Context: an optimization exercise on an open-source flow, tuned for small area and few clock cycles. The choices shown serve that exercise and are no tape-out recipe. At most, simulation tests tie the RTL to the original design; equivalence was not proved. The flow treats the clock pin as an ideal source, which a real chip does not have. No activity file was given, so power comes from the tool's default toggle rates.

Setup of build 74:
Design hid_key_report_to_ascii_typematic, start of the top module:
module hid_key_report_to_ascii_typematic #(
  parameter int unsigned KEY_SLOTS = 6
) (
  input  logic                      clk_i,
  input  logic                      rst_ni,
  input  logic                      cfg_we_i,
  input  logic [hkt_pkg::CFG_IDX_W-1:0] cfg_idx_i,
  input  logic [7:0]                cfg_data_i,
  input  logic                      in_valid_i,
  output logic                      in_ready_o,
  input  logic                      op_i,
  input  logic [7:0]                modifier_bits_i,
  input  logic [7:0]                key_slot_0_i,
  input  logic [7:0]                key_slot_1_i,
  input  logic [7:0]                key_slot_2_i,
  input  logic [7:0]                key_slot_3_i,
  input  logic [7:0]                key_slot_4_i,
  input  logic [7:0]                key_slot_5_i,
  output logic                      out_valid_o,
  input  logic                      out_ready_i,
  output logic [7:0]                out_char_o,
  output logic                      char_valid_o,
  output logic                      last_o,
  output logic                      caps_lock_led_o,
  output logic                      num_lock_led_o,
  output logic                      led_report_changed_o
);
  localparam int unsigned N = 6;
  logic            nl_q;
  logic [7:0]      first_q, next_q;
  logic [N-1:0][7:0] prev_q;
  logic            pvalid_q;
  logic            pshift_q, pctrl_q, caps_q, num_q;
  logic            hv_q;
  logic [2:0]      h_q;
  logic            hup_q, hctrl_q, hnl_q;
  logic [7:0]      rem_q;
  logic            scan_q, evr_q;
  logic [2:0]      p_q;
  logic            job_v_q, ofire_q, chg_q, onl_q;
  logic [N-1:0]    pend_q, oup_q;
  logic [1:0]      bidx_q;
  logic [N-1:0][7:0] slots;
  logic            shift, ctrl;
  logic [N-1:0]    row, col;
  logic [2:0]      s, h1;
  logic [7:0]      skey;
  logic            xl_any;
  logic            more, has_s, sseen, snew, sx, sc, sn, sup, ev_s, evr, chg_run;
  logic            hv0, present;
  logic            scan, step;
  logic            fire_c;
  logic            acc, acc_rep, acc_tick, acc_fire;
  ...
For scale: roughly 9300 µm² of cells after synthesis.
Settings: LEC_CHECK=0, CAP_MARGIN=20, CORE_MARGIN=2, CORE_UTILIZATION=40, SLEW_MARGIN=20, SYNTH_HIERARCHICAL=1; clock period 10.0 ns.
standard.sh (not shown) runs the stock make flow with config.mk's settings and CLKGATE_MAP_FILE= SYNTH_SCRIPT=/design/flow/synth_recipe.tcl, a recipe that flattens the netlist after the stock synthesis.
==> flow/flow/run.sh <==
#!/bin/bash
# The standard layout (the standard.sh, standard synthesis included), with these changes:
# the port buffers that global placement inserts are the smallest buffer cell instead of
# the default choice (every input and output port still gets its own buffer); clock tree
# synthesis uses clkbuf_8 buffers and adds no dummy loads; and after clock tree synthesis,
# cells on paths with slack are sized down (flow/post_cts.tcl).
# standard.sh's output goes to standard.log; each ORFS step keeps its own log under orfs/logs.
set -euo pipefail
export BUFFER_PORTS_ARGS="-buffer_cell sky130_fd_sc_hd__buf_1"
export CTS_ARGS="-sink_clustering_enable -repair_clock_nets -dont_use_dummy_load -buf_list sky130_fd_sc_hd__clkbuf_8"
export POST_CTS_TCL="$PWD/flow/post_cts.tcl"
bash standard.sh > standard.log 2>&1
==> flow/flow/post_cts.tcl <==
# Size down cells on paths with slack, then legalize the placement again.
estimate_parasitics -placement
repair_timing -recover_power 100 -verbose
detailed_placement
check_placement -verbose
report_design_area
Build 74 finished every stage and its layout cleared the timing, design-rule and antenna checks.
> inputs changed (build 74 -> trial 23)
--- a/flow/design.v
+++ b/flow/design.v
@@ -345,14 +345,13 @@
   logic            more, has_s, sseen, snew, sx, sc, sn, sup, ev_s, evr, chg_run;
   logic            hv0, present;
   logic            scan, step;
   logic            fire_c;
   logic            acc, acc_rep, acc_tick, acc_fire;
   logic            out_xfer, finishing, slot_free;
-  logic [2:0]      cur;
-  logic [N-1:0]    ksel;
+  logic [2:0]      cur, kidx;
   logic [7:0]      okey;
   logic            oup, octrl, onl;
   logic [1:0]      olen;
   logic [7:0]      obyte;
   logic            lane_end, pend_one;
   function automatic logic has_xlat(logic [7:0] k);
@@ -399,17 +398,14 @@
   always_comb begin
     cur = 3'd0;
     for (int i = N - 1; i >= 0; i--) begin
       if (pend_q[i]) cur = 3'(i);
     end
   end
-  always_comb begin
-    ksel = ofire_q ? (N'(1) << h_q) : (pend_q & ~(pend_q - 1'b1));
-    okey = '0;
-    for (int i = 0; i < N; i++) okey = okey | (ksel[i] ? prev_q[i] : 8'h00);
-  end
+  assign kidx  = ofire_q ? h_q : cur;
+  assign okey  = prev_q[kidx];
   assign oup   = ofire_q ? hup_q : oup_q[cur];
   assign octrl = ofire_q ? hctrl_q : pctrl_q;
   assign onl   = ofire_q ? hnl_q : onl_q;
   hkt_lane u_xlat (
     .key_i  (okey),
     .up_i   (oup),
## What came out
Compared with build 74, in trial 23 number of hold violations in the final report closely matched the old numbers, hold slack closely matched the old numbers.
Of build 74 and trial 23, the run reporting the lower share of power burned in registers was trial 23.
[trial 23 vs build 74] tapcell count: higher in trial 23
Of build 74 and trial 23, the lower post-detailed-routing wire length belongs to trial 23.
Testbench counts of trial 23, summed over its fixed seeds: cycles 24,608.
Only the layout flow was run in build 74; the RTL was not checked for function there.

afterwards: timing with drivers on the ports:
Ports are ideal in the flow. The routed layouts listed here were re-timed in OpenROAD. Step 1 (the two cells are an assumption about what drives the block):
set clk [get_ports {clk_i}]
set_driving_cell -lib_cell sky130_fd_sc_hd__clkbuf_16 $clk
set_driving_cell -lib_cell sky130_fd_sc_hd__buf_2 [delete_from_list [all_inputs] $clk]
Step 2 also shifts input and output timing later by t, the mid clock arrival at the registers, as if the neighbouring blocks saw the same clock. Slacks: ideal ports / drivers / drivers and shift; pairs: ideal ports / drivers.
run	t, ns	setup WS [ns]	worst setup path after step 2	worst register clock-pin slew, ns	worst slew at a driven data input, ns
build 74	0.426	1.801 / 1.765 / 2.191	register to output	0.12 / 0.12	0.04
trial 23	0.416	1.191 / 1.150 / 1.224	input to register	0.11 / 0.11	0.05
After both steps every run listed still meets setup and hold.
